This design comes from an exercise in tuning for small area and a short achievable clock period on the open sky130 flow, not from production work.
No functional check of the RTL was part of any run shown here.

==> flow/design.v (outline; a module is shown in full before it is edited, if it fits) <==
// module grad_top: 1811 lines
module grad_top (
    input  wire logic        clk,
    input  wire logic        rst,
    input  wire logic        in_valid,
    input  wire logic        sof,
    input  wire logic [7:0]  pixel,
    output logic             out_valid,
    output logic [32:0]      grad
);
  // ...
==> flow/run.sh <==
#!/bin/bash
# synth_recipe.tcl (not shown) runs the flow's synth.tcl, then flattens the netlist and writes it again
# the make line also repeats each setting of config.mk as NAME=value (left out here)
make -C /OpenROAD-flow-scripts/flow DESIGN_CONFIG=/design/flow/config.mk WORK_HOME=/design/flow/orfs CLKGATE_MAP_FILE= SYNTH_SCRIPT=/design/flow/synth_recipe.tcl finish
==> flow/config.mk <==
export PLATFORM = sky130hd
export DESIGN_NAME = grad_top
export DESIGN_NICKNAME = grad_top
export VERILOG_FILES = /design/flow/design.v
export SDC_FILE = /design/flow/constraint.sdc
export NUM_CORES = 4
export LEC_CHECK = 0
export CAP_MARGIN = 20
export CORE_MARGIN = 2
export CORE_UTILIZATION = 65
export CTS_CLUSTER_DIAMETER = 80
export CTS_CLUSTER_SIZE = 25
export SLEW_MARGIN = 20
==> flow/constraint.sdc <==
create_clock -name core_clock -period 26.0 [get_ports {clk}]
set_input_delay 5.2000 -clock core_clock [delete_from_list [all_inputs] [get_ports {clk}]]
set_output_delay 5.2000 -clock core_clock [all_outputs]
set_load 0.01 [all_outputs]
==> results.json, run 1 <==
{
  "status": "timing/DRC/antenna clean",
  "multi_input_gates": 1723,
  "cap_violations": 0,
  "top_usage_layer": "met2",
  "multi_input_area_share": 0.438,
  "path_class": "register to register",
  "synthSimpleGateAreaFrac": 0.0989,
  "cp-end-kind": "register",
  "drt-met1-wl_um": 23900,
  "clock_skew_ns": 0.0146,
  "r2r_cells": 27,
  "syn_inst": 2585,
  "critPathTopFamily": "compound AO/OA/AOI/OAI gates",
  "yosysUniqueCellTypes": 87,
  "dr_total_vias": 18200,
  "synth_seq_cells": 584,
  "maxSlewViolCount": 0,
  "bufAreaShareNonClock": 0.0152,
  "fillers": 3243,
  "synth_top_area_cell": "edfxtp_1",
  "fin_crit_ns": 7.10,
  "route.detailed.drc": 0,
  "cp_max_fo": 12,
  "synth_most_common_cell": "dfxtp_1",
  "slowest_stage": "a221o_1",
  "top_register": "sr",
  "holdPathStages": 0,
  "worst_pin_slew_ns": 1.04,
  "largestClassByArea": "flip-flops and latches",
  "buffers": 48,
  "clk_share": 0.0320,
  "h-tree-depth": 1,
  "wl_met3_um": 1660,
  "worst_slack_ns": 18.90,
  "hpwl_um": 39700
}
==> inputs of run 2 (changes only) <==
--- a/flow/design.v
+++ b/flow/design.v
@@ -40,60 +40,46 @@
     end
     always_ff @(posedge clk) begin
         if (in_v) begin
             sr[0] <= in_pix;
             for (int i = 1; i < 33; i++)
                 sr[i] <= sr[i-1];
         end
     end
-    logic [7-1:0] vld;
+    logic [8-1:0] vld;
     always_ff @(posedge clk) begin
         if (!rst)
             vld <= '0;
         else
-            vld <= {vld[7-2:0], in_v & interior};
+            vld <= {vld[8-2:0], in_v & interior};
     end
-    assign out_valid = vld[7-1];
+    assign out_valid = vld[8-1];
     logic [8:0] dv, dh;
     logic [7:0] av, ah;
     logic       neg, ovf, hz;
     logic [7:0] dsr;
     assign dv = {1'b0, sr[0]}  - {1'b0, sr[32]};
     assign dh = {1'b0, sr[15]} - {1'b0, sr[17]};
     assign av = dv[8] ? 8'(-dv[7:0]) : dv[7:0];
     assign ah = dh[8] ? 8'(-dh[7:0]) : dh[7:0];
     assign neg = (dv[8] ^ dh[8]) && (av != 8'd0);
     assign ovf = (ah[7:5] == 3'd0) && (av[7:3] >= ah[4:0]) && (av != 8'd0);
     assign hz  = (ah == 8'd0);
     assign dsr = ovf ? 8'd0 : {ah[7:1], ah[0] | hz};
-    logic [8:0] dq0_t;
-    assign dq0_t = {{3'd0, av[7:3]}, av[2:0][2]};
-    logic [8:0] dq0_d;
-    logic dq0_ge;
-    logic [9:0] dq0_x;
-    assign dq0_x = {1'b0, dq0_t} - {1'b0, {1'b0, dsr}};
-    assign dq0_d = dq0_x[8:0];
-    assign dq0_ge = !dq0_x[9];
-    logic [7:0] dq0_r;
-    assign dq0_r = dq0_ge ? dq0_d[7:0] : dq0_t[7:0];
-    logic [0:0] dq0_q;
-    assign dq0_q = {dq0_ge};
     logic [7:0] p1_drem;
     logic [7:0] p1_dsr;
     logic p1_neg;
-    logic p1_dquo;
     logic [2:0] p1_num;
     logic [7:0] p1_av;
     logic [7:0] p1_ah;
     always_ff @(posedge clk) begin
-        p1_drem <= dq0_r;
+        p1_drem <= {3'd0, av[7:3]};
         p1_dsr <= dsr;
         p1_neg <= neg;
-        p1_dquo <= dq0_q;
         p1_num <= av[2:0];
         p1_av <= av;
         p1_ah <= ah;
     end
     logic sq_w1;
     logic sq_w2;
     assign sq_w1 = (p1_av[0] & p1_av[7]) ^ (p1_av[1] & p1_av[6]);
     assign sq_w2 = (p1_av[0] & p1_av[7]) & (p1_av[1] & p1_av[6]);
@@ -292,100 +278,90 @@
     logic sq_w99;
     logic sq_w100;
     assign sq_w99 = sq_w73 ^ p1_ah[7] ^ sq_w72;
     assign sq_w100 = (sq_w73 & p1_ah[7]) | (sq_w73 & sq_w72) | (p1_ah[7] & sq_w72);
     logic [16:0] sq_r0, sq_r1, ssq;
     assign sq_r0 = {1'b0, sq_w74, sq_w99, sq_w97, sq_w95, sq_w93, sq_w91, sq_w89, sq_w87, sq_w85, sq_w83, sq_w81, sq_w79, sq_w77, sq_w75, 1'b0, p1_av[0]};
     assign sq_r1 = {1'b0, sq_w100, sq_w98, sq_w96, sq_w94, sq_w92, sq_w90, sq_w88, sq_w86, sq_w84, sq_w82, sq_w80, sq_w78, sq_w76, p1_ah[1], 1'b0, p1_ah[0]};
     assign ssq = sq_r0 + sq_r1;
+    logic [8:0] dq0_t;
+    assign dq0_t = {p1_drem, p1_num[2]};
+    logic [8:0] dq0_d;
+    logic dq0_ge;
+    logic [9:0] dq0_x;
+    assign dq0_x = {1'b0, dq0_t} - {1'b0, {1'b0, p1_dsr}};
+    assign dq0_d = dq0_x[8:0];
+    assign dq0_ge = !dq0_x[9];
+    logic [7:0] dq0_r;
+    assign dq0_r = dq0_ge ? dq0_d[7:0] : dq0_t[7:0];
+    logic [0:0] dq0_q;
+    assign dq0_q = {dq0_ge};
     logic [8:0] dq1_t;
-    assign dq1_t = {p1_drem, p1_num[1]};
+    assign dq1_t = {dq0_r, p1_num[1]};
     logic [8:0] dq1_d;
     logic dq1_ge;
     logic [9:0] dq1_x;
     assign dq1_x = {1'b0, dq1_t} - {1'b0, {1'b0, p1_dsr}};
     assign dq1_d = dq1_x[8:0];
     assign dq1_ge = !dq1_x[9];
     logic [7:0] dq1_r;
     assign dq1_r = dq1_ge ? dq1_d[7:0] : dq1_t[7:0];
     logic [1:0] dq1_q;
-    assign dq1_q = {p1_dquo, dq1_ge};
+    assign dq1_q = {dq0_q, dq1_ge};
+    logic [7:0] p2_drem;
+    logic [7:0] p2_dsr;
+    logic p2_neg;
+    logic [1:0] p2_dquo;
+    logic [2:0] p2_num;
+    logic [16:0] p2_srad;
+    always_ff @(posedge clk) begin
+        p2_drem <= dq1_r;
+        p2_dsr <= p1_dsr;
+        p2_neg <= p1_neg;
+        p2_dquo <= dq1_q;
+        p2_num <= p1_num;
+        p2_srad <= ssq;
+    end
     logic [8:0] dq2_t;
-    assign dq2_t = {dq1_r, p1_num[0]};
+    assign dq2_t = {p2_drem, p2_num[0]};
     logic [8:0] dq2_d;
     logic dq2_ge;
     logic [9:0] dq2_x;
-    assign dq2_x = {1'b0, dq2_t} - {1'b0, {1'b0, p1_dsr}};
+    assign dq2_x = {1'b0, dq2_t} - {1'b0, {1'b0, p2_dsr}};
     assign dq2_d = dq2_x[8:0];
     assign dq2_ge = !dq2_x[9];
     logic [7:0] dq2_r;
     assign dq2_r = dq2_ge ? dq2_d[7:0] : dq2_t[7:0];
     logic [2:0] dq2_q;
-    assign dq2_q = {dq1_q, dq2_ge};
+    assign dq2_q = {p2_dquo, dq2_ge};
     logic [8:0] dq3_t;
     assign dq3_t = {dq2_r, 1'b0};
     logic [8:0] dq3_d;
     logic dq3_ge;
     logic [9:0] dq3_x;
-    assign dq3_x = {1'b0, dq3_t} - {1'b0, {1'b0, p1_dsr}};
+    assign dq3_x = {1'b0, dq3_t} - {1'b0, {1'b0, p2_dsr}};
     assign dq3_d = dq3_x[8:0];
     assign dq3_ge = !dq3_x[9];
     logic [7:0] dq3_r;
     assign dq3_r = dq3_ge ? dq3_d[7:0] : dq3_t[7:0];
     logic [3:0] dq3_q;
     assign dq3_q = {dq2_q, dq3_ge};
-    logic [7:0] p2_drem;
-    logic [7:0] p2_dsr;
-    logic p2_neg;
-    logic [3:0] p2_dquo;
-    logic [16:0] p2_srad;
-    always_ff @(posedge clk) begin
-        p2_drem <= dq3_r;
-        p2_dsr <= p1_dsr;
-        p2_neg <= p1_neg;
-        p2_dquo <= dq3_q;
-        p2_srad <= ssq;
-    end
     logic [8:0] dq4_t;
-    assign dq4_t = {p2_drem, 1'b0};
+    assign dq4_t = {dq3_r, 1'b0};
     logic [8:0] dq4_d;
     logic dq4_ge;
     logic [9:0] dq4_x;
     assign dq4_x = {1'b0, dq4_t} - {1'b0, {1'b0, p2_dsr}};
     assign dq4_d = dq4_x[8:0];
     assign dq4_ge = !dq4_x[9];
     logic [7:0] dq4_r;
     assign dq4_r = dq4_ge ? dq4_d[7:0] : dq4_t[7:0];
     logic [4:0] dq4_q;
-    assign dq4_q = {p2_dquo, dq4_ge};
-    logic [8:0] dq5_t;
-    assign dq5_t = {dq4_r, 1'b0};
-    logic [8:0] dq5_d;
-    logic dq5_ge;
-    logic [9:0] dq5_x;
-    assign dq5_x = {1'b0, dq5_t} - {1'b0, {1'b0, p2_dsr}};
-    assign dq5_d = dq5_x[8:0];
-    assign dq5_ge = !dq5_x[9];
-    logic [7:0] dq5_r;
-    assign dq5_r = dq5_ge ? dq5_d[7:0] : dq5_t[7:0];
-    logic [5:0] dq5_q;
-    assign dq5_q = {dq4_q, dq5_ge};
-    logic [8:0] dq6_t;
-    assign dq6_t = {dq5_r, 1'b0};
-    logic [8:0] dq6_d;
-    logic dq6_ge;
-    logic [9:0] dq6_x;
-    assign dq6_x = {1'b0, dq6_t} - {1'b0, {1'b0, p2_dsr}};
-    assign dq6_d = dq6_x[8:0];
-    assign dq6_ge = !dq6_x[9];
-    logic [7:0] dq6_r;
-    assign dq6_r = dq6_ge ? dq6_d[7:0] : dq6_t[7:0];
-    logic [6:0] dq6_q;
-    assign dq6_q = {dq5_q, dq6_ge};
+    assign dq4_q = {dq3_q, dq4_ge};
     logic [2:0] sq0_c, sq0_t;
     assign sq0_c = 3'({1'b0, p2_srad[16]});
     assign sq0_t = 3'(3'b001);
     logic [2:0] sq0_a, sq0_b;
     assign sq0_a = sq0_c;
     assign sq0_b = sq0_t;
     logic [2:0] sq0_g, sq0_p, sq0_d;
     logic [3:0] sq0_cy;
@@ -520,65 +496,65 @@
     assign sq2_ge = sq2_cy[5];
     logic [3:0] sq2_r;
     logic [2:0] sq2_q;
     assign sq2_r = sq2_ge ? sq2_d[3:0] : sq2_c[3:0];
     assign sq2_q = {sq1_q, sq2_ge};
     logic [7:0] p3_drem;
     logic [7:0] p3_dsr;
     logic p3_neg;
-    logic [6:0] p3_dquo;
+    logic [4:0] p3_dquo;
     logic [16:0] p3_srad;
     logic [3:0] p3_srem;
     logic [2:0] p3_sroot;
     always_ff @(posedge clk) begin
-        p3_drem <= dq6_r;
+        p3_drem <= dq4_r;
         p3_dsr <= p2_dsr;
         p3_neg <= p2_neg;
-        p3_dquo <= dq6_q;
+        p3_dquo <= dq4_q;
         p3_srad <= p2_srad;
         p3_srem <= sq2_r;
         p3_sroot <= sq2_q;
     end
+    logic [8:0] dq5_t;
+    assign dq5_t = {p3_drem, 1'b0};
+    logic [8:0] dq5_d;
+    logic dq5_ge;
+    logic [9:0] dq5_x;
+    assign dq5_x = {1'b0, dq5_t} - {1'b0, {1'b0, p3_dsr}};
+    assign dq5_d = dq5_x[8:0];
+    assign dq5_ge = !dq5_x[9];
+    logic [7:0] dq5_r;
+    assign dq5_r = dq5_ge ? dq5_d[7:0] : dq5_t[7:0];
+    logic [5:0] dq5_q;
+    assign dq5_q = {p3_dquo, dq5_ge};
+    logic [8:0] dq6_t;
+    assign dq6_t = {dq5_r, 1'b0};
+    logic [8:0] dq6_d;
+    logic dq6_ge;
+    logic [9:0] dq6_x;
+    assign dq6_x = {1'b0, dq6_t} - {1'b0, {1'b0, p3_dsr}};
+    assign dq6_d = dq6_x[8:0];
+    assign dq6_ge = !dq6_x[9];
+    logic [7:0] dq6_r;
+    assign dq6_r = dq6_ge ? dq6_d[7:0] : dq6_t[7:0];
+    logic [6:0] dq6_q;
+    assign dq6_q = {dq5_q, dq6_ge};
     logic [8:0] dq7_t;
-    assign dq7_t = {p3_drem, 1'b0};
+    assign dq7_t = {dq6_r, 1'b0};
     logic [8:0] dq7_d;
     logic dq7_ge;
     logic [9:0] dq7_x;
     assign dq7_x = {1'b0, dq7_t} - {1'b0, {1'b0, p3_dsr}};
     assign dq7_d = dq7_x[8:0];
     assign dq7_ge = !dq7_x[9];
     logic [7:0] dq7_r;
     assign dq7_r = dq7_ge ? dq7_d[7:0] : dq7_t[7:0];
     logic [7:0] dq7_q;
-    assign dq7_q = {p3_dquo, dq7_ge};
-    logic [8:0] dq8_t;
-    assign dq8_t = {dq7_r, 1'b0};
-    logic [8:0] dq8_d;
-    logic dq8_ge;
-    logic [9:0] dq8_x;
-    assign dq8_x = {1'b0, dq8_t} - {1'b0, {1'b0, p3_dsr}};
-    assign dq8_d = dq8_x[8:0];
-    assign dq8_ge = !dq8_x[9];
-    logic [7:0] dq8_r;
-    assign dq8_r = dq8_ge ? dq8_d[7:0] : dq8_t[7:0];
-    logic [8:0] dq8_q;
-    assign dq8_q = {dq7_q, dq8_ge};
-    logic [8:0] dq9_t;
-    assign dq9_t = {dq8_r, 1'b0};
-    logic [8:0] dq9_d;
-    logic dq9_ge;
-    logic [9:0] dq9_x;
-    assign dq9_x = {1'b0, dq9_t} - {1'b0, {1'b0, p3_dsr}};
-    assign dq9_d = dq9_x[8:0];
-    assign dq9_ge = !dq9_x[9];
-    logic [7:0] dq9_r;
-    assign dq9_r = dq9_ge ? dq9_d[7:0] : dq9_t[7:0];
-    logic [9:0] dq9_q;
-    assign dq9_q = {dq8_q, dq9_ge};
+    assign dq7_q = {dq6_q, dq7_ge};
     logic [5:0] sq3_c, sq3_t;
     assign sq3_c = 6'({p3_srem, p3_srad[11:10]});
     assign sq3_t = 6'({p3_sroot, 2'b01});
     logic [5:0] sq3_a, sq3_b;
     assign sq3_a = sq3_c;
     assign sq3_b = sq3_t;
     logic [5:0] sq3_g, sq3_p, sq3_d;
     logic [6:0] sq3_cy;
@@ -794,65 +770,65 @@
     assign sq5_ge = sq5_cy[8];
     logic [6:0] sq5_r;
     logic [5:0] sq5_q;
     assign sq5_r = sq5_ge ? sq5_d[6:0] : sq5_c[6:0];
     assign sq5_q = {sq4_q, sq5_ge};
     logic [7:0] p4_drem;
     logic [7:0] p4_dsr;
     logic p4_neg;
-    logic [9:0] p4_dquo;
+    logic [7:0] p4_dquo;
     logic [16:0] p4_srad;
     logic [6:0] p4_srem;
     logic [5:0] p4_sroot;
     always_ff @(posedge clk) begin
-        p4_drem <= dq9_r;
+        p4_drem <= dq7_r;
         p4_dsr <= p3_dsr;
         p4_neg <= p3_neg;
-        p4_dquo <= dq9_q;
+        p4_dquo <= dq7_q;
         p4_srad <= p3_srad;
         p4_srem <= sq5_r;
         p4_sroot <= sq5_q;
     end
+    logic [8:0] dq8_t;
+    assign dq8_t = {p4_drem, 1'b0};
+    logic [8:0] dq8_d;
+    logic dq8_ge;
+    logic [9:0] dq8_x;
+    assign dq8_x = {1'b0, dq8_t} - {1'b0, {1'b0, p4_dsr}};
+    assign dq8_d = dq8_x[8:0];
+    assign dq8_ge = !dq8_x[9];
+    logic [7:0] dq8_r;
+    assign dq8_r = dq8_ge ? dq8_d[7:0] : dq8_t[7:0];
+    logic [8:0] dq8_q;
+    assign dq8_q = {p4_dquo, dq8_ge};
+    logic [8:0] dq9_t;
+    assign dq9_t = {dq8_r, 1'b0};
+    logic [8:0] dq9_d;
+    logic dq9_ge;
+    logic [9:0] dq9_x;
+    assign dq9_x = {1'b0, dq9_t} - {1'b0, {1'b0, p4_dsr}};
+    assign dq9_d = dq9_x[8:0];
+    assign dq9_ge = !dq9_x[9];
+    logic [7:0] dq9_r;
+    assign dq9_r = dq9_ge ? dq9_d[7:0] : dq9_t[7:0];
+    logic [9:0] dq9_q;
+    assign dq9_q = {dq8_q, dq9_ge};
     logic [8:0] dq10_t;
-    assign dq10_t = {p4_drem, 1'b0};
+    assign dq10_t = {dq9_r, 1'b0};
     logic [8:0] dq10_d;
     logic dq10_ge;
     logic [9:0] dq10_x;
     assign dq10_x = {1'b0, dq10_t} - {1'b0, {1'b0, p4_dsr}};
     assign dq10_d = dq10_x[8:0];
     assign dq10_ge = !dq10_x[9];
     logic [7:0] dq10_r;
     assign dq10_r = dq10_ge ? dq10_d[7:0] : dq10_t[7:0];
     logic [10:0] dq10_q;
-    assign dq10_q = {p4_dquo, dq10_ge};
-    logic [8:0] dq11_t;
-    assign dq11_t = {dq10_r, 1'b0};
-    logic [8:0] dq11_d;
-    logic dq11_ge;
-    logic [9:0] dq11_x;
-    assign dq11_x = {1'b0, dq11_t} - {1'b0, {1'b0, p4_dsr}};
-    assign dq11_d = dq11_x[8:0];
-    assign dq11_ge = !dq11_x[9];
-    logic [7:0] dq11_r;
-    assign dq11_r = dq11_ge ? dq11_d[7:0] : dq11_t[7:0];
-    logic [11:0] dq11_q;
-    assign dq11_q = {dq10_q, dq11_ge};
-    logic [8:0] dq12_t;
-    assign dq12_t = {dq11_r, 1'b0};
-    logic [8:0] dq12_d;
-    logic dq12_ge;
-    logic [9:0] dq12_x;
-    assign dq12_x = {1'b0, dq12_t} - {1'b0, {1'b0, p4_dsr}};
-    assign dq12_d = dq12_x[8:0];
-    assign dq12_ge = !dq12_x[9];
-    logic [7:0] dq12_r;
-    assign dq12_r = dq12_ge ? dq12_d[7:0] : dq12_t[7:0];
-    logic [12:0] dq12_q;
-    assign dq12_q = {dq11_q, dq12_ge};
+    assign dq10_q = {dq9_q, dq10_ge};
     logic [8:0] sq6_c, sq6_t;
     assign sq6_c = 9'({p4_srem, p4_srad[5:4]});
     assign sq6_t = 9'({p4_sroot, 2'b01});
     logic [8:0] sq6_a, sq6_b;
     assign sq6_a = sq6_c;
     assign sq6_b = sq6_t;
     logic [8:0] sq6_g, sq6_p, sq6_d;
     logic [9:0] sq6_cy;
@@ -1036,19 +1012,71 @@
     assign sq7_d[7] = sq7_p[7] ^ sq7_cy[7];
     assign sq7_d[8] = sq7_p[8] ^ sq7_cy[8];
     assign sq7_d[9] = sq7_p[9] ^ sq7_cy[9];
     assign sq7_ge = sq7_cy[10];
     logic [8:0] sq7_r;
     logic [7:0] sq7_q;
     assign sq7_r = sq7_ge ? sq7_d[8:0] : sq7_c[8:0];
     assign sq7_q = {sq6_q, sq7_ge};
+    logic [7:0] p5_drem;
+    logic [7:0] p5_dsr;
+    logic p5_neg;
+    logic [10:0] p5_dquo;
+    logic [16:0] p5_srad;
+    logic [8:0] p5_srem;
+    logic [7:0] p5_sroot;
+    always_ff @(posedge clk) begin
+        p5_drem <= dq10_r;
+        p5_dsr <= p4_dsr;
+        p5_neg <= p4_neg;
+        p5_dquo <= dq10_q;
+        p5_srad <= p4_srad;
+        p5_srem <= sq7_r;
+        p5_sroot <= sq7_q;
+    end
+    logic [8:0] dq11_t;
+    assign dq11_t = {p5_drem, 1'b0};
+    logic [8:0] dq11_d;
+    logic dq11_ge;
+    logic [9:0] dq11_x;
+    assign dq11_x = {1'b0, dq11_t} - {1'b0, {1'b0, p5_dsr}};
+    assign dq11_d = dq11_x[8:0];
+    assign dq11_ge = !dq11_x[9];
+    logic [7:0] dq11_r;
+    assign dq11_r = dq11_ge ? dq11_d[7:0] : dq11_t[7:0];
+    logic [11:0] dq11_q;
+    assign dq11_q = {p5_dquo, dq11_ge};
+    logic [8:0] dq12_t;
+    assign dq12_t = {dq11_r, 1'b0};
+    logic [8:0] dq12_d;
+    logic dq12_ge;
+    logic [9:0] dq12_x;
+    assign dq12_x = {1'b0, dq12_t} - {1'b0, {1'b0, p5_dsr}};
+    assign dq12_d = dq12_x[8:0];
+    assign dq12_ge = !dq12_x[9];
+    logic [7:0] dq12_r;
+    assign dq12_r = dq12_ge ? dq12_d[7:0] : dq12_t[7:0];
+    logic [12:0] dq12_q;
+    assign dq12_q = {dq11_q, dq12_ge};
+    logic [8:0] dq13_t;
+    assign dq13_t = {dq12_r, 1'b0};
+    logic [8:0] dq13_d;
+    logic dq13_ge;
+    logic [9:0] dq13_x;
+    assign dq13_x = {1'b0, dq13_t} - {1'b0, {1'b0, p5_dsr}};
+    assign dq13_d = dq13_x[8:0];
+    assign dq13_ge = !dq13_x[9];
+    logic [7:0] dq13_r;
+    assign dq13_r = dq13_ge ? dq13_d[7:0] : dq13_t[7:0];
+    logic [13:0] dq13_q;
+    assign dq13_q = {dq12_q, dq13_ge};
     logic [10:0] sq8_c, sq8_t;
-    assign sq8_c = 11'({sq7_r, p4_srad[1:0]});
-    assign sq8_t = 11'({sq7_q, 2'b01});
+    assign sq8_c = 11'({p5_srem, p5_srad[1:0]});
+    assign sq8_t = 11'({p5_sroot, 2'b01});
     logic [10:0] sq8_a, sq8_b;
     assign sq8_a = sq8_c;
     assign sq8_b = sq8_t;
     logic [10:0] sq8_g, sq8_p, sq8_d;
     logic [11:0] sq8_cy;
     logic sq8_ge;
     assign sq8_g[0] = sq8_a[0] & !sq8_b[0];
     assign sq8_p[0] = !(sq8_a[0] ^ sq8_b[0]);
@@ -1148,72 +1176,20 @@
     assign sq8_d[7] = sq8_p[7] ^ sq8_cy[7];
     assign sq8_d[8] = sq8_p[8] ^ sq8_cy[8];
     assign sq8_d[9] = sq8_p[9] ^ sq8_cy[9];
     assign sq8_d[10] = sq8_p[10] ^ sq8_cy[10];
     assign sq8_ge = sq8_cy[11];
     logic [9:0] sq8_r;
     logic [8:0] sq8_q;
     assign sq8_r = sq8_ge ? sq8_d[9:0] : sq8_c[9:0];
-    assign sq8_q = {sq7_q, sq8_ge};
-    logic [7:0] p5_drem;
-    logic [7:0] p5_dsr;
-    logic p5_neg;
-    logic [12:0] p5_dquo;
-    logic [16:0] p5_srad;
-    logic [9:0] p5_srem;
-    logic [8:0] p5_sroot;
-    always_ff @(posedge clk) begin
-        p5_drem <= dq12_r;
-        p5_dsr <= p4_dsr;
-        p5_neg <= p4_neg;
-        p5_dquo <= dq12_q;
-        p5_srad <= p4_srad;
-        p5_srem <= sq8_r;
-        p5_sroot <= sq8_q;
-    end
-    logic [8:0] dq13_t;
-    assign dq13_t = {p5_drem, 1'b0};
-    logic [8:0] dq13_d;
-    logic dq13_ge;
-    logic [9:0] dq13_x;
-    assign dq13_x = {1'b0, dq13_t} - {1'b0, {1'b0, p5_dsr}};
-    assign dq13_d = dq13_x[8:0];
-    assign dq13_ge = !dq13_x[9];
-    logic [7:0] dq13_r;
-    assign dq13_r = dq13_ge ? dq13_d[7:0] : dq13_t[7:0];
-    logic [13:0] dq13_q;
-    assign dq13_q = {p5_dquo, dq13_ge};
-    logic [8:0] dq14_t;
-    assign dq14_t = {dq13_r, 1'b0};
-    logic [8:0] dq14_d;
-    logic dq14_ge;
-    logic [9:0] dq14_x;
-    assign dq14_x = {1'b0, dq14_t} - {1'b0, {1'b0, p5_dsr}};
-    assign dq14_d = dq14_x[8:0];
-    assign dq14_ge = !dq14_x[9];
-    logic [7:0] dq14_r;
-    assign dq14_r = dq14_ge ? dq14_d[7:0] : dq14_t[7:0];
-    logic [14:0] dq14_q;
-    assign dq14_q = {dq13_q, dq14_ge};
-    logic [8:0] dq15_t;
-    assign dq15_t = {dq14_r, 1'b0};
-    logic [8:0] dq15_d;
-    logic dq15_ge;
-    logic [9:0] dq15_x;
-    assign dq15_x = {1'b0, dq15_t} - {1'b0, {1'b0, p5_dsr}};
-    assign dq15_d = dq15_x[8:0];
-    assign dq15_ge = !dq15_x[9];
-    logic [7:0] dq15_r;
-    assign dq15_r = dq15_ge ? dq15_d[7:0] : dq15_t[7:0];
-    logic [15:0] dq15_q;
-    assign dq15_q = {dq14_q, dq15_ge};
+    assign sq8_q = {p5_sroot, sq8_ge};
     logic [11:0] sq9_c, sq9_t;
-    assign sq9_c = 12'({p5_srem, 2'b00});
-    assign sq9_t = 12'({p5_sroot, 2'b01});
+    assign sq9_c = 12'({sq8_r, 2'b00});
+    assign sq9_t = 12'({sq8_q, 2'b01});
     logic [11:0] sq9_a, sq9_b;
     assign sq9_a = sq9_c;
     assign sq9_b = sq9_t;
     logic [11:0] sq9_g, sq9_p, sq9_d;
     logic [12:0] sq9_cy;
     logic sq9_ge;
     assign sq9_g[0] = sq9_a[0] & !sq9_b[0];
     assign sq9_p[0] = !(sq9_a[0] ^ sq9_b[0]);
@@ -1320,20 +1296,72 @@
     assign sq9_d[8] = sq9_p[8] ^ sq9_cy[8];
     assign sq9_d[9] = sq9_p[9] ^ sq9_cy[9];
     assign sq9_d[10] = sq9_p[10] ^ sq9_cy[10];
     assign sq9_d[11] = sq9_p[11] ^ sq9_cy[11];
     assign sq9_ge = sq9_cy[12];
     logic [10:0] sq9_r;
     logic [9:0] sq9_q;
     assign sq9_r = sq9_ge ? sq9_d[10:0] : sq9_c[10:0];
-    assign sq9_q = {p5_sroot, sq9_ge};
+    assign sq9_q = {sq8_q, sq9_ge};
+    logic [7:0] p6_drem;
+    logic [7:0] p6_dsr;
+    logic p6_neg;
+    logic [13:0] p6_dquo;
+    logic [16:0] p6_srad;
+    logic [10:0] p6_srem;
+    logic [9:0] p6_sroot;
+    always_ff @(posedge clk) begin
+        p6_drem <= dq13_r;
+        p6_dsr <= p5_dsr;
+        p6_neg <= p5_neg;
+        p6_dquo <= dq13_q;
+        p6_srad <= p5_srad;
+        p6_srem <= sq9_r;
+        p6_sroot <= sq9_q;
+    end
+    logic [8:0] dq14_t;
+    assign dq14_t = {p6_drem, 1'b0};
+    logic [8:0] dq14_d;
+    logic dq14_ge;
+    logic [9:0] dq14_x;
+    assign dq14_x = {1'b0, dq14_t} - {1'b0, {1'b0, p6_dsr}};
+    assign dq14_d = dq14_x[8:0];
+    assign dq14_ge = !dq14_x[9];
+    logic [7:0] dq14_r;
+    assign dq14_r = dq14_ge ? dq14_d[7:0] : dq14_t[7:0];
+    logic [14:0] dq14_q;
+    assign dq14_q = {p6_dquo, dq14_ge};
+    logic [8:0] dq15_t;
+    assign dq15_t = {dq14_r, 1'b0};
+    logic [8:0] dq15_d;
+    logic dq15_ge;
+    logic [9:0] dq15_x;
+    assign dq15_x = {1'b0, dq15_t} - {1'b0, {1'b0, p6_dsr}};
+    assign dq15_d = dq15_x[8:0];
+    assign dq15_ge = !dq15_x[9];
+    logic [7:0] dq15_r;
+    assign dq15_r = dq15_ge ? dq15_d[7:0] : dq15_t[7:0];
+    logic [15:0] dq15_q;
+    assign dq15_q = {dq14_q, dq15_ge};
+    logic [8:0] dq16_t;
+    assign dq16_t = {dq15_r, 1'b0};
+    logic [8:0] dq16_d;
+    logic dq16_ge;
+    logic [9:0] dq16_x;
+    assign dq16_x = {1'b0, dq16_t} - {1'b0, {1'b0, p6_dsr}};
+    assign dq16_d = dq16_x[8:0];
+    assign dq16_ge = !dq16_x[9];
+    logic [7:0] dq16_r;
+    assign dq16_r = dq16_ge ? dq16_d[7:0] : dq16_t[7:0];
+    logic [16:0] dq16_q;
+    assign dq16_q = {dq15_q, dq16_ge};
     logic [12:0] sq10_c, sq10_t;
-    assign sq10_c = 13'({sq9_r, 2'b00});
-    assign sq10_t = 13'({sq9_q, 2'b01});
+    assign sq10_c = 13'({p6_srem, 2'b00});
+    assign sq10_t = 13'({p6_sroot, 2'b01});
     logic [12:0] sq10_a, sq10_b;
     assign sq10_a = sq10_c;
     assign sq10_b = sq10_t;
     logic [12:0] sq10_g, sq10_p, sq10_d;
     logic [13:0] sq10_cy;
     logic sq10_ge;
     assign sq10_g[0] = sq10_a[0] & !sq10_b[0];
     assign sq10_p[0] = !(sq10_a[0] ^ sq10_b[0]);
@@ -1450,72 +1478,20 @@
     assign sq10_d[9] = sq10_p[9] ^ sq10_cy[9];
     assign sq10_d[10] = sq10_p[10] ^ sq10_cy[10];
     assign sq10_d[11] = sq10_p[11] ^ sq10_cy[11];
     assign sq10_d[12] = sq10_p[12] ^ sq10_cy[12];
     assign sq10_ge = sq10_cy[13];
     logic [11:0] sq10_r;
     logic [10:0] sq10_q;
     assign sq10_r = sq10_ge ? sq10_d[11:0] : sq10_c[11:0];
-    assign sq10_q = {sq9_q, sq10_ge};
-    logic [7:0] p6_drem;
-    logic [7:0] p6_dsr;
-    logic p6_neg;
-    logic [15:0] p6_dquo;
-    logic [16:0] p6_srad;
-    logic [11:0] p6_srem;
-    logic [10:0] p6_sroot;
-    always_ff @(posedge clk) begin
-        p6_drem <= dq15_r;
-        p6_dsr <= p5_dsr;
-        p6_neg <= p5_neg;
-        p6_dquo <= dq15_q;
-        p6_srad <= p5_srad;
-        p6_srem <= sq10_r;
-        p6_sroot <= sq10_q;
-    end
-    logic [8:0] dq16_t;
-    assign dq16_t = {p6_drem, 1'b0};
-    logic [8:0] dq16_d;
-    logic dq16_ge;
-    logic [9:0] dq16_x;
-    assign dq16_x = {1'b0, dq16_t} - {1'b0, {1'b0, p6_dsr}};
-    assign dq16_d = dq16_x[8:0];
-    assign dq16_ge = !dq16_x[9];
-    logic [7:0] dq16_r;
-    assign dq16_r = dq16_ge ? dq16_d[7:0] : dq16_t[7:0];
-    logic [16:0] dq16_q;
-    assign dq16_q = {p6_dquo, dq16_ge};
-    logic [8:0] dq17_t;
-    assign dq17_t = {dq16_r, 1'b0};
-    logic [8:0] dq17_d;
-    logic dq17_ge;
-    logic [9:0] dq17_x;
-    assign dq17_x = {1'b0, dq17_t} - {1'b0, {1'b0, p6_dsr}};
-    assign dq17_d = dq17_x[8:0];
-    assign dq17_ge = !dq17_x[9];
-    logic [7:0] dq17_r;
-    assign dq17_r = dq17_ge ? dq17_d[7:0] : dq17_t[7:0];
-    logic [17:0] dq17_q;
-    assign dq17_q = {dq16_q, dq17_ge};
-    logic [8:0] dq18_t;
-    assign dq18_t = {dq17_r, 1'b0};
-    logic [8:0] dq18_d;
-    logic dq18_ge;
-    logic [9:0] dq18_x;
-    assign dq18_x = {1'b0, dq18_t} - {1'b0, {1'b0, p6_dsr}};
-    assign dq18_d = dq18_x[8:0];
-    assign dq18_ge = !dq18_x[9];
-    logic [7:0] dq18_r;
-    assign dq18_r = dq18_ge ? dq18_d[7:0] : dq18_t[7:0];
-    logic [18:0] dq18_q;
-    assign dq18_q = {dq17_q, dq18_ge};
+    assign sq10_q = {p6_sroot, sq10_ge};
     logic [13:0] sq11_c, sq11_t;
-    assign sq11_c = 14'({p6_srem, 2'b00});
-    assign sq11_t = 14'({p6_sroot, 2'b01});
+    assign sq11_c = 14'({sq10_r, 2'b00});
+    assign sq11_t = 14'({sq10_q, 2'b01});
     logic [13:0] sq11_a, sq11_b;
     assign sq11_a = sq11_c;
     assign sq11_b = sq11_t;
     logic [13:0] sq11_g, sq11_p, sq11_d;
     logic [14:0] sq11_cy;
     logic sq11_ge;
     assign sq11_g[0] = sq11_a[0] & !sq11_b[0];
     assign sq11_p[0] = !(sq11_a[0] ^ sq11_b[0]);
@@ -1639,20 +1615,60 @@
     assign sq11_d[10] = sq11_p[10] ^ sq11_cy[10];
     assign sq11_d[11] = sq11_p[11] ^ sq11_cy[11];
     assign sq11_d[12] = sq11_p[12] ^ sq11_cy[12];
     assign sq11_d[13] = sq11_p[13] ^ sq11_cy[13];
     assign sq11_ge = sq11_cy[14];
     logic [12:0] sq11_r;
     logic [11:0] sq11_q;
     assign sq11_r = sq11_ge ? sq11_d[12:0] : sq11_c[12:0];
-    assign sq11_q = {p6_sroot, sq11_ge};
+    assign sq11_q = {sq10_q, sq11_ge};
+    logic [7:0] p7_drem;
+    logic [7:0] p7_dsr;
+    logic p7_neg;
+    logic [16:0] p7_dquo;
+    logic [16:0] p7_srad;
+    logic [12:0] p7_srem;
+    logic [11:0] p7_sroot;
+    always_ff @(posedge clk) begin
+        p7_drem <= dq16_r;
+        p7_dsr <= p6_dsr;
+        p7_neg <= p6_neg;
+        p7_dquo <= dq16_q;
+        p7_srad <= p6_srad;
+        p7_srem <= sq11_r;
+        p7_sroot <= sq11_q;
+    end
+    logic [8:0] dq17_t;
+    assign dq17_t = {p7_drem, 1'b0};
+    logic [8:0] dq17_d;
+    logic dq17_ge;
+    logic [9:0] dq17_x;
+    assign dq17_x = {1'b0, dq17_t} - {1'b0, {1'b0, p7_dsr}};
+    assign dq17_d = dq17_x[8:0];
+    assign dq17_ge = !dq17_x[9];
+    logic [7:0] dq17_r;
+    assign dq17_r = dq17_ge ? dq17_d[7:0] : dq17_t[7:0];
+    logic [17:0] dq17_q;
+    assign dq17_q = {p7_dquo, dq17_ge};
+    logic [8:0] dq18_t;
+    assign dq18_t = {dq17_r, 1'b0};
+    logic [8:0] dq18_d;
+    logic dq18_ge;
+    logic [9:0] dq18_x;
+    assign dq18_x = {1'b0, dq18_t} - {1'b0, {1'b0, p7_dsr}};
+    assign dq18_d = dq18_x[8:0];
+    assign dq18_ge = !dq18_x[9];
+    logic [7:0] dq18_r;
+    assign dq18_r = dq18_ge ? dq18_d[7:0] : dq18_t[7:0];
+    logic [18:0] dq18_q;
+    assign dq18_q = {dq17_q, dq18_ge};
     logic [14:0] sq12_c, sq12_t;
-    assign sq12_c = 15'({sq11_r, 2'b00});
-    assign sq12_t = 15'({sq11_q, 2'b01});
+    assign sq12_c = 15'({p7_srem, 2'b00});
+    assign sq12_t = 15'({p7_sroot, 2'b01});
     logic [14:0] sq12_a, sq12_b;
     assign sq12_a = sq12_c;
     assign sq12_b = sq12_t;
     logic [14:0] sq12_g, sq12_p, sq12_d;
     logic [15:0] sq12_cy;
     logic sq12_ge;
     assign sq12_g[0] = sq12_a[0] & !sq12_b[0];
     assign sq12_p[0] = !(sq12_a[0] ^ sq12_b[0]);
@@ -1792,23 +1808,23 @@
     assign sq12_d[11] = sq12_p[11] ^ sq12_cy[11];
     assign sq12_d[12] = sq12_p[12] ^ sq12_cy[12];
     assign sq12_d[13] = sq12_p[13] ^ sq12_cy[13];
     assign sq12_d[14] = sq12_p[14] ^ sq12_cy[14];
     assign sq12_ge = sq12_cy[15];
     logic [13:0] sq12_r;
     logic [12:0] sq12_q;
     assign sq12_r = sq12_ge ? sq12_d[13:0] : sq12_c[13:0];
-    assign sq12_q = {sq11_q, sq12_ge};
+    assign sq12_q = {p7_sroot, sq12_ge};
     logic [18:0] q, q_low, q_neg;
     logic [19:0] tan;
     assign q = dq18_q;
     assign q_low[0] = 1'b0;
     for (genvar i = 1; i < 19; i++) begin : g_low
         assign q_low[i] = |q[i-1:0];
     end
     assign q_neg = q ^ q_low;
-    assign tan = p6_neg ? {1'b1, (&q) ? 19'd0 : q_neg} : {1'b0, q};
+    assign tan = p7_neg ? {1'b1, (&q) ? 19'd0 : q_neg} : {1'b0, q};
     always_ff @(posedge clk) begin
         grad <= {sq12_q, tan};
     end
 endmodule
 `default_nettype wire
==> results.json, run 2 <==
{
  "overflow": 0,
  "fin_cells": 3290,
  "wl_per_cell_um": 15.2,
  "ys.flop_type": "dfxtp_1",
  "synth.avg_cell_area_sq_um": 11.4,
  "dp_cells": 3229,
  "first_iter_violations": 1007,
  "crit_buf_inv": 3,
  "cp-start-kind": "register",
  "grt_antenna_before_repair": 1,
  "drt_wl_total_um": 49900,
  "synth_mux_area_frac": 0.0416,
  "grt_pass1_wl_um": 83800,
  "status": "timing/DRC/antenna clean",
  "firstDrtPassIters": 5,
  "gp_congestion": 0.886,
  "cts_setup_buffers": 0,
  "synth_seq_cells": 622,
  "synthSimpleGateAreaFrac": 0.0952,
  "antenna_left": 0,
  "cp_max_fo": 12,
  "synthTopCellsByArea": "edfxtp_1 27%, dfxtp_1 24%, ha_1 11%",
  "synth_top_area_cell": "edfxtp_1",
  "worst_pin_slew_ns": 1.02,
  "min_period_over_period": 0.270,
  "final_common_cell": "dfxtp_1",
  "dr_total_vias": 18200,
  "grt_pass1_vias": 18200,
  "top_regs": "sr: 264 flops, grad: 33 flops",
  "synth_nets": 2957,
  "path_class": "register to register",
  "hold_buffers": 0,
  "clock-sinks": 622,
  "hpwl_um": 37700,
  "die_h_um": 218,
  "cts_buffers": 35,
  "initial_core_util": 0.657,
  "synth_area_sq_um": 29700,
  "cts.reportedPaths.clkPinSlew_ns": 0.10,
  "clk_path_buf_depth": 3,
  "die_area_sq_um": 47500,
  "maxSlewViolCount": 0,
  "cts_tree": "done",
  "synth-async-reset-ratio": 0,
  "synth_top_family_by_area": "adder cells",
  "cpPeakStageDelay_ns": 0.76,
  "cp_common_cell": "o21ai_0",
  "slowest_stage": "a21oi_1",
  "largest_reg_flops": 264,
  "grt_max_degree": 199,
  "synth_most_common_cell": "dfxtp_1",
  "synth.cells.most_frequent": "358 x dfxtp_1, 264 x edfxtp_1, 260 x ha_1, 258 x inv_1, 183 x nor2_1",
  "fp.coreArea_sq_um": 45300,
  "h-tree-depth": 2,
  "clock_latency_ns": 0.57,
  "num_rows": 78,
  "cp-end-kind": "register",
  "drive_gt1_frac": 0.0651,
  "fin_crit_ns": 7.01,
  "synth_edf_count": 264,
  "fin_setup_tns_ns": 0,
  "synth_compound_area_frac": 0.109,
  "grt_usage": 0.214,
  "most-common-layout-cells": "357 x dfxtp_1, 264 x edfxtp_1, 260 x ha_1",
  "critPathArrivalTime_ns": 7.45,
  "syn_inst": 2613,
  "yosys.area_share.adder": 0.158,
  "cts_resized": 0,
  "area_growth_syn_to_layout_pct": 7.52,
  "max-slew-margin-rel": 0.317,
  "top_register": "sr",
  "hp-class": "register to register",
  "ys_seq_area_frac": 0.508,
  "cap_violations": 0,
  "rsz0062_at_grt": "false",
  "synth_top_cell_area_share": 0.267,
  "route.detailed.drc": 0,
  "ys_warn_count": 2,
  "die_x_um": 218,
  "clock_skew_ns": 0.0285,
  "via_per_inst": 5.54,
  "yosysUniqueCellTypes": 84,
  "finalSetupViolCount": 0,
  "required_ns": 26.44,
  "nets": 3010,
  "hold_violations": 0,
  "ios": 46,
  "critPathTopFamily": "compound AO/OA/AOI/OAI gates",
  "antennaDiodeCount": 0,
  "fmax_mhz": 143,
  "portBuffers": 45,
  "synth_xor_area_frac": 0.0504,
  "cts-root-buf": "clkbuf_16"
}
-- run 2: cell types whose count changed in the layout (fill, tap and decap cells not counted), sizes merged, moves of 5 or more --
cell / before / now
o21ai: 130 / 135
nand3: 21 / 13
mux2i: 35 / 25
inv: 249 / 267
nand4: 5 / 10
a21boi: 6 / 19
a211oi: 16 / 11
dfxtp: 320 / 358
a211o: 15 / 6
nor2b: 47 / 61
mux2: 69 / 87
a21oi: 151 / 141
a21o: 56 / 46
-- run 2: routing by layer --
layer	global-route usage	vias up	wire (um)
met4	0.0583	2	1090
met3	0.0318	83	1460
met5	0	-	13
met1	0.270	8716	22500
met2	0.385	225	24800
li1	-	9192	-
-- run 2: metrics by stage --
step | setup slack, ns | util | cell area [sq um] | hold slack, ns
3_3_place_gp | 19.22 | 0.681 | 30800 | 0.310
5_1_grt | 18.26 | 0.706 | 32000 | 0.338
2_1_floorplan | 19.00 | - | 29700 | 0.310
3_5_place_dp | 19.00 | 0.681 | 30800 | 0.312
6_report | 18.99 | 0.706 | 32000 | 0.322
4_1_cts | 18.94 | 0.706 | 32000 | 0.321
-- run 2: area by class of cell --
type                            count  area [sq um]
Multi-Input combinational cell   1699         13500
Sequential cell                   622         15100
Fill cell                        3341         13300
Inverter                          261           980
Timing Repair Buffer               47           478
Clock inverter                     12           174
Tap cell                          600           751
Clock buffer                       49           971
-- run 2: logic make-up (layout without fill, tap and decap cells) --
logic type | after synthesis | count (layout)
AOI/OAI and AO/OA | 503 | 503
and+or+nand+nor | 580 | 580
adders and majority gates | 332 | 332
other | 1 | 1
xor gates and xnor gates | 171 | 171
muxes | 112 | 112
DFF | 622 | 622
buffers and inverters | 292 | 369
-- run 2: worst paths after layout --
| path | start | to | slack (ns) | cells past startpoint |
|---|---|---|---|---|
| setup reg to reg | p2_dsr[1] | p3_drem[1] | 18.99 | 25 |
| hold / removal | p2_neg | p3_neg | 0.32 | 0 |
| setup / recovery | p2_dsr[1] | p3_drem[1] | 18.99 | 25 |
| hold reg to reg | p2_neg | p3_neg | 0.32 | 0 |

[port drivers added, routing unchanged]
In the flow no input, the clock included, has a driving cell. The finished layouts below were timed again as built, in two steps. Step 1 sets driving cells, clkbuf_16 on the clock port and buf_2 on the other inputs (assumed; they add their load-dependent delay and slew). Step 2 moves the port delays by t, midway between the first and last clock arrival at a register: inputs arrive t later, outputs are due t later. That takes back most of the time a late clock gives input paths. Three values: no drivers, after step 1, after step 2; two values: the first two.
run | t, ns | setup slack, ns | worst slew at a driven data input, ns
run 1 | 0.657 | 18.903 / 18.903 / 18.903 | 0.04
run 2 | 0.615 | 18.992 / 18.992 / 18.992 | 0.03
After both steps every run listed still meets setup and hold.
